Context: an optimization exercise on an open-source flow, tuned for small area, a short achievable clock period and few clock cycles per item. The choices shown serve that exercise and are no tape-out recipe. The RTL was checked by simulation tests, not by an equivalence proof against the original design. Power is estimated from default activity; no workload was simulated.

### design/flow/config.mk
export PLATFORM = sky130hd
export DESIGN_NAME = lut_interp_ctrl
export DESIGN_NICKNAME = lut_interp_ctrl
export VERILOG_FILES = /design/flow/design.v
export SDC_FILE = /design/flow/constraint.sdc
export NUM_CORES = 4
export LEC_CHECK = 0
export CAP_MARGIN = 20
export CORE_MARGIN = 2
export CORE_UTILIZATION = 40
export SLEW_MARGIN = 20
### design/flow/constraint.sdc
create_clock -name core_clock -period 110.0 [get_ports {clk}]
set_input_delay 22.0000 -clock core_clock [delete_from_list [all_inputs] [get_ports {clk}]]
set_output_delay 22.0000 -clock core_clock [all_outputs]
set_load 0.01 [all_outputs]
### design/flow/design.v
package lut_interp_pkg;
    localparam int DEF_DATA_WIDTH = 16;
    localparam int DEF_NUM_POINTS = 8;
    localparam int DEF_ADDR_W     = $clog2(DEF_NUM_POINTS);
    typedef enum logic [1:0] {
        IDLE    = 2'd0,
        SEARCH  = 2'd1,
        COMPUTE = 2'd2,
        DONE    = 2'd3
    } state_e;
endpackage
module linear_interpolation #(
    parameter int DATA_WIDTH = 16
) (
    input  logic [DATA_WIDTH-1:0] x0,
    input  logic [DATA_WIDTH-1:0] y0,
    input  logic [DATA_WIDTH-1:0] x1,
    input  logic [DATA_WIDTH-1:0] y1,
    input  logic [DATA_WIDTH-1:0] x,
    output logic [DATA_WIDTH-1:0] y
);
    localparam int PW = 2 * DATA_WIDTH;
    logic [DATA_WIDTH-1:0] dy;
    logic [DATA_WIDTH-1:0] dx;
    logic [DATA_WIDTH-1:0] span;
    logic [PW-1:0]         prod;
    logic [DATA_WIDTH-1:0] step;
    logic                  rising;
    always_comb begin
        rising = (y1 >= y0);
        dy     = rising ? (y1 - y0) : (y0 - y1);
        dx     = x - x0;
        span   = x1 - x0;
        prod   = {{DATA_WIDTH{1'b0}}, dy} * {{DATA_WIDTH{1'b0}}, dx};
        step   = '0;
        y      = y0;
        if ((x1 == x0) || (x <= x0)) begin
            y = y0;
        end else if (x >= x1) begin
            y = y1;
        end else begin
            step = DATA_WIDTH'(prod / {{DATA_WIDTH{1'b0}}, span});
            y    = rising ? (y0 + step) : (y0 - step);
        end
    end
endmodule
module lut_interp_ctrl #(
    parameter int DATA_WIDTH = lut_interp_pkg::DEF_DATA_WIDTH,
    parameter int NUM_POINTS = lut_interp_pkg::DEF_NUM_POINTS,
    localparam int ADDR_W    = $clog2(NUM_POINTS)
) (
    input  logic                  clk,
    input  logic                  rst_n,
    input  logic                  cfg_we,
    input  logic [ADDR_W-1:0]     cfg_addr,
    input  logic [DATA_WIDTH-1:0] cfg_x,
    input  logic [DATA_WIDTH-1:0] cfg_y,
    output logic                  cfg_busy,
    input  logic                  in_valid,
    output logic                  in_ready,
    input  logic [DATA_WIDTH-1:0] in_x,
    output logic                  out_valid,
    input  logic                  out_ready,
    output logic [DATA_WIDTH-1:0] out_y,
    output logic                  out_clamped
);
    localparam logic [ADDR_W-1:0] LAST_SEG = ADDR_W'(NUM_POINTS - 2);
    lut_interp_pkg::state_e state_q, state_d;
    logic [ADDR_W-1:0]     idx_q, idx_d;
    logic [DATA_WIDTH-1:0] xc_q, xc_d;
    logic                  clamped_q, clamped_d;
    logic [DATA_WIDTH-1:0] out_y_q, out_y_d;
    logic                  out_clamped_q, out_clamped_d;
    logic [DATA_WIDTH-1:0] tbl_x_q [NUM_POINTS];
    logic [DATA_WIDTH-1:0] tbl_x_d [NUM_POINTS];
    logic [DATA_WIDTH-1:0] tbl_y_q [NUM_POINTS];
    logic [DATA_WIDTH-1:0] tbl_y_d [NUM_POINTS];
    logic                  pend_we_q, pend_we_d;
    logic [ADDR_W-1:0]     pend_addr_q, pend_addr_d;
    logic [DATA_WIDTH-1:0] pend_x_q, pend_x_d;
    logic [DATA_WIDTH-1:0] pend_y_q, pend_y_d;
    logic [ADDR_W-1:0]     idx_nxt;
    logic                  cfg_addr_ok;
    logic [DATA_WIDTH-1:0] x_lo;
    logic [DATA_WIDTH-1:0] x_hi;
    logic [DATA_WIDTH-1:0] interp_y;
    assign idx_nxt     = idx_q + 1'b1;
    assign cfg_addr_ok = (int'(cfg_addr) < NUM_POINTS);
    assign x_lo        = tbl_x_q[0];
    assign x_hi        = tbl_x_q[NUM_POINTS-1];
    assign cfg_busy    = (state_q != lut_interp_pkg::IDLE);
    assign in_ready    = (state_q == lut_interp_pkg::IDLE);
    assign out_valid   = (state_q == lut_interp_pkg::DONE);
    assign out_y       = out_y_q;
    assign out_clamped = out_clamped_q;
    linear_interpolation #(
        .DATA_WIDTH (DATA_WIDTH)
    ) u_interp (
        .x0 (tbl_x_q[idx_q]),
        .y0 (tbl_y_q[idx_q]),
        .x1 (tbl_x_q[idx_nxt]),
        .y1 (tbl_y_q[idx_nxt]),
        .x  (xc_q),
        .y  (interp_y)
    );
    always_comb begin
        state_d       = state_q;
        idx_d         = idx_q;
        xc_d          = xc_q;
        clamped_d     = clamped_q;
        out_y_d       = out_y_q;
        out_clamped_d = out_clamped_q;
        pend_we_d     = pend_we_q;
        pend_addr_d   = pend_addr_q;
        pend_x_d      = pend_x_q;
        pend_y_d      = pend_y_q;
        for (int i = 0; i < NUM_POINTS; i++) begin
            tbl_x_d[i] = tbl_x_q[i];
            tbl_y_d[i] = tbl_y_q[i];
        end
        case (state_q)
            lut_interp_pkg::IDLE: begin
                if (in_valid) begin
                    state_d = lut_interp_pkg::SEARCH;
                    idx_d   = '0;
                    if (in_x < x_lo) begin
                        xc_d      = x_lo;
                        clamped_d = 1'b1;
                    end else if (in_x > x_hi) begin
                        xc_d      = x_hi;
                        clamped_d = 1'b1;
                    end else begin
                        xc_d      = in_x;
                        clamped_d = 1'b0;
                    end
                    if (cfg_we && cfg_addr_ok) begin
                        pend_we_d   = 1'b1;
                        pend_addr_d = cfg_addr;
                        pend_x_d    = cfg_x;
                        pend_y_d    = cfg_y;
                    end
                end else if (cfg_we && cfg_addr_ok) begin
                    tbl_x_d[cfg_addr] = cfg_x;
                    tbl_y_d[cfg_addr] = cfg_y;
                end
            end
            lut_interp_pkg::SEARCH: begin
                if ((xc_q < tbl_x_q[idx_nxt]) || (idx_q == LAST_SEG)) begin
                    state_d = lut_interp_pkg::COMPUTE;
                end else begin
                    idx_d = idx_nxt;
                end
            end
            lut_interp_pkg::COMPUTE: begin
                out_y_d       = interp_y;
                out_clamped_d = clamped_q;
                state_d       = lut_interp_pkg::DONE;
            end
            lut_interp_pkg::DONE: begin
                if (out_ready) begin
                    state_d = lut_interp_pkg::IDLE;
                    if (pend_we_q) begin
                        tbl_x_d[pend_addr_q] = pend_x_q;
                        tbl_y_d[pend_addr_q] = pend_y_q;
                        pend_we_d            = 1'b0;
                    end
                end
            end
            default: state_d = lut_interp_pkg::IDLE;
        endcase
    end
    always_ff @(posedge clk or negedge rst_n) begin
        if (!rst_n) begin
            state_q       <= lut_interp_pkg::IDLE;
            idx_q         <= '0;
            xc_q          <= '0;
            clamped_q     <= 1'b0;
            out_y_q       <= '0;
            out_clamped_q <= 1'b0;
            pend_we_q     <= 1'b0;
            pend_addr_q   <= '0;
            pend_x_q      <= '0;
            pend_y_q      <= '0;
            for (int i = 0; i < NUM_POINTS; i++) begin
                tbl_x_q[i] <= '0;
                tbl_y_q[i] <= '0;
            end
        end else begin
            state_q       <= state_d;
            idx_q         <= idx_d;
            xc_q          <= xc_d;
            clamped_q     <= clamped_d;
            out_y_q       <= out_y_d;
            out_clamped_q <= out_clamped_d;
            pend_we_q     <= pend_we_d;
            pend_addr_q   <= pend_addr_d;
            pend_x_q      <= pend_x_d;
            pend_y_q      <= pend_y_d;
            for (int i = 0; i < NUM_POINTS; i++) begin
                tbl_x_q[i] <= tbl_x_d[i];
                tbl_y_q[i] <= tbl_y_d[i];
            end
        end
    end
endmodule
### design/flow/run.sh
#!/bin/bash
# synth_recipe.tcl (not shown) runs the flow's synth.tcl, then flattens the netlist and writes it again
# the make line also repeats each setting of config.mk as NAME=value (left out here)
make -C /OpenROAD-flow-scripts/flow DESIGN_CONFIG=/design/flow/config.mk WORK_HOME=/design/flow/orfs CLKGATE_MAP_FILE= SYNTH_SCRIPT=/design/flow/synth_recipe.tcl finish
==> impl_results.md <==
* Post-synthesis sequential area ratio at between 10% and 20%
* Initial Utilization at roughly 40%
* Setup crit start: idx_q[0]
* Total sequential power at between 200 and 250 uW
* Final max-slew violation count at 0
* Clock-pin slew on the worst setup and hold paths at 0.07 ns
* CP Buf/Inv Count at 30
* Syn Area/Cell at 7.781 sq um
* CP Depth at 524
* Worst-Margin Slew at 1.202 ns
* Pwr Total at roughly 450000 uW
* Clock share of power at 0%
* Synth cell types at 127
* TritonCTS clock tree: done
* Slew HR at 18.99%
* Ranking of synthesized cells by area: dfrtp_1 (16%), ha_1 (15%), fa_1 (7.6%)
* Clk pwr at about 130 uW
* Int Pwr at about 190000 uW
* Worst reg-to-reg path cell count at around 520
* Die Height at 365.7 microns
* Post-synthesis net count at 7615
* First-pass GRT wire length at 281800 microns
* Htree depth at 2
* Crit path max-delay family: compound AO/OA/AOI/OAI gates
* Maximum fanout count along the critical path at 43
* Power per Cell Area at 7724 mW/mm^2
* Number of flops mapped to enable cells by yosys at 0
* Die Wd at around 370 microns
* Clk sink count at 331
* Reg2Reg Capture Point: out_y_q[15]
* Hold Path Depth at 2
* Routed wire per std cell at 21.48 microns
* Initial antenna violation count at 1
* Crit share post-route at around 94%
* Num ports at 76
* Core area at 0.1296 sq mm
* Gate power share at ~100%
* Worst reg2reg path startpoint: idx_q[0]
* Path type of the worst min-delay path: reg -> reg
* Post-CTS Hold Buffers at 0
* Worst-skew pair later-pin latency at between 0.5 and 0.6 ns
* Max Cap Violations at 0
* DIE AREA at 0.1338 sq mm
* Sequential power share at less than 1%
* Proportion of layout cells with a drive suffix above 1 at 11.56%
* Worst hold endpoint: clamped_q
* I/O Buffers at 75
* Crit path to: out_y_q[15]
* Slowest Stage Delay on Critical Path at between 0.5 and 0.6 ns
* Clock skew at 0.02625 ns
* DRC errors left at 0
* CP startpoint kind: flip-flop
* DP Worst Slack at around 0.15 ns
* Fillers at between 10000 and 15000
* Synth Flop Type: dfrtp_1
* Max Clk Rate at 0.009675 GHz
* Clk root buf: clkbuf_16
* P_comb at 451000 uW
* Final worst path period need at ~100 ns
* Total grt overflow at 0
* Top Consumer: combinational logic
* Slowest library cell on the worst path: a21oi_1
* Reg2reg setup slack at between 6 and 7 ns
* CP Class: reg -> reg
* Hold Path Origin: clamped_q
* CTS Buffer Depth at 3
* Peak supply drop at approximately 4.8 mV
* P_leak at 0.02634 uW
* Synthesized cell area at between 0.05 and 0.06 sq mm
* Detailed Route WL at 184900 microns
* Area grow syn2layout at 11.71%
* Num rows at between 100 and 150
* Vias in the first global route at a little under 50000
* Cells after synthesis at 6727
* Switching pwr at around 260000 uW
* Worst hold slack at approximately 0.5 ns
* Antenna-violating nets left at 0
* Total Nets Final at around 7700
* FF+latch count, synth at 331
* Final Hold Viols at 0
* First drt pass iteration count at 8
* Post-synth ARST share at 100.0%
* Worst setup margin at about 6.6 ns
* GPL Wtd Cong at ~1
* CP arrival at between 100 and 150 ns
* Leading area contributor after synthesis: dfrtp_1
* Initial DRC count at between 4000 and 5000
* Switch share at between 50% and 60%
* Antenna cells at 0
* DP HPWL at about 140000 microns
* Setup violators final at 0
* Detail-routed via count per cell at just under 6
* Status: timing/DRC/antenna clean
* CTS Buf Count at 37
* Synth warnings at 10
* Most frequent CP cell: o21a_1
* Via count at 51270
* Worst Path Required at roughly 110 ns
* Setup crit end kind: flip-flop
* Share of the synthesized area in the top cell type at 15.82%
* GRT Total Usage at a little over a quarter
* Largest net degree at the start of global routing at around 170
==> stage by stage <==
step	instance area [sq um]	utilization, %	cells	TNS, ns
2_1_floorplan	52340	-	6727	0
3_3_place_gp	55990	43.18	8478	0
3_5_place_dp	55990	43.19	8478	0
4_1_cts	57270	44.17	8543	0
5_1_grt	58470	45.10	8608	-0.6877
6_report	58470	45.10	8608	0
==> layout make-up <==
type	instances	area [sq um]	share of cell area (%)
Timing Repair Buffer	349	2987	5.108
Multi-Input combinational cell	5747	42360	72.44
Sequential cell	331	8289	14.18
Clock inverter	19	225.2	0.3852
Clock buffer	46	1031	1.763
Inverter	374	1404	2.401
Tap cell	1742	2180	3.728
==> cells by family (layout without fill, tap and decap cells) <==
logic type / count (synthesis) / count (layout) / share of synthesized area [%]
XOR/XNOR: 277 / 278 / 4.678
buffers and inverters: 654 / 788 / 4.805
AO/OA/AOI/OAI: 1938 / 1939 / 24.51
flip-flops: 331 / 331 / 15.82
AND/OR/NAND/NOR: 2381 / 2384 / 20.96
multiplexers: 313 / 313 / 6.463
adder cells (fa/ha/maj): 833 / 833 / 22.76
==> repair_timing <==
action                                  in CTS  in global routing
cloned                                       0                  7
endpoints found under the setup margin       3                 16
gates resized for setup                      3                155
pin swaps                                    0                 28
buffers inserted                             0                 58
==> worst max path at each step <==
stage / cells past startpoint / endpoint / startpoint / slack (ns)
3_3_place_gp: 522 / out_y_q[15] / idx_q[2] / 2.53
2_1_floorplan: 563 / out_y_q[15] / idx_q[1] / 2.33
==> sequential cells by signal, indices dropped and copies added, names as in the netlist, 2 cells and up <==
| name | flops |
|---|---|
| xc_q | 16 |
| tbl_x_q | 128 |
| state_q | 2 |
| tbl_y_q | 128 |
| pend_y_q | 16 |
| pend_addr_q | 3 |
| pend_x_q | 16 |
| out_y_q | 16 |
| idx_q | 3 |
==> power groups by stage <==
stage	Sequential, uW	Combinational, uW	Clock, uW
3_3_place_gp	236	435000	0
2_1_floorplan	225	448000	0
==> cells in the mapped netlist, types with 167 or more instances <==
library cell    n
nand2_1       933
ha_1          633
nor2_1        599
o21ai_0       484
a21oi_1       408
inv_1         372
dfrtp_1       331
nor3_1        234
clkbuf_1      218
o21a_1        213
fa_1          199
mux2_2        187
xnor2_1       167
==> placed cells by master (no fill, tap or decap), types with 43 or more instances in the layout <==
master	instances
or3_1	48
nand2_1	929
ha_1	628
nand3_1	93
a21oi_1	385
a21o_1	142
mux2i_1	118
buf_4	255
nand4_1	52
nor2b_1	63
a31oi_1	43
mux2_2	187
o21a_1	213
fa_1	199
o21ai_0	468
nor3_1	227
nand2b_1	86
nor2_1	591
a22oi_1	81
o31ai_1	114
inv_1	370
and3_1	47
xor2_1	103
dfrtp_1	328
or2_2	59
clkdlybuf4s50_1	74
xnor2_1	163
==> routing by layer <==
| metal | vias to the layer above | global-route usage (%) | part of all wire, % | wire, microns |
|---|---|---|---|---|
| li1 | 24400 | - | - | - |
| met1 | 24690 | 35.41 | 44 | 81440 |
| met2 | 1790 | 44.10 | 46 | 85760 |
| met3 | 387 | 2.510 | 6.0 | 11110 |
| met4 | 2 | 8.233 | 3.6 | 6590 |
| met5 | - | 0 | 0.0043 | 8 |
Testbench counts, summed over its fixed seeds: cycles 23,262, items 3,200.

[re-timing with driven ports]
In the flow no input, the clock included, has a driving cell. The finished layout below was timed again as built, in two steps.
Step 1 assumes that a clkbuf_16 drives the clock port and a buf_2 every other input.
Step 2 moves the port delays by t, midway between the first and last clock arrival at a register: inputs arrive t later, outputs are due t later. That takes back most of the time a late clock gives input paths.
Three values: no drivers, after step 1, after step 2; two values: the first two.
t (ns): 0.595
setup slack, ns: 6.646 / 6.646 / 6.646
hold WS [ns]: 0.487 / 0.487 / 0.487
latest minus earliest clock arrival (ns): 0.027 / 0.026
worst data-port slew with drivers (ns): 0.05
After both steps setup and hold are still met in this run. The setup slack of this run moves by 0.000 ns with the drivers and by 0.000 ns with both steps.
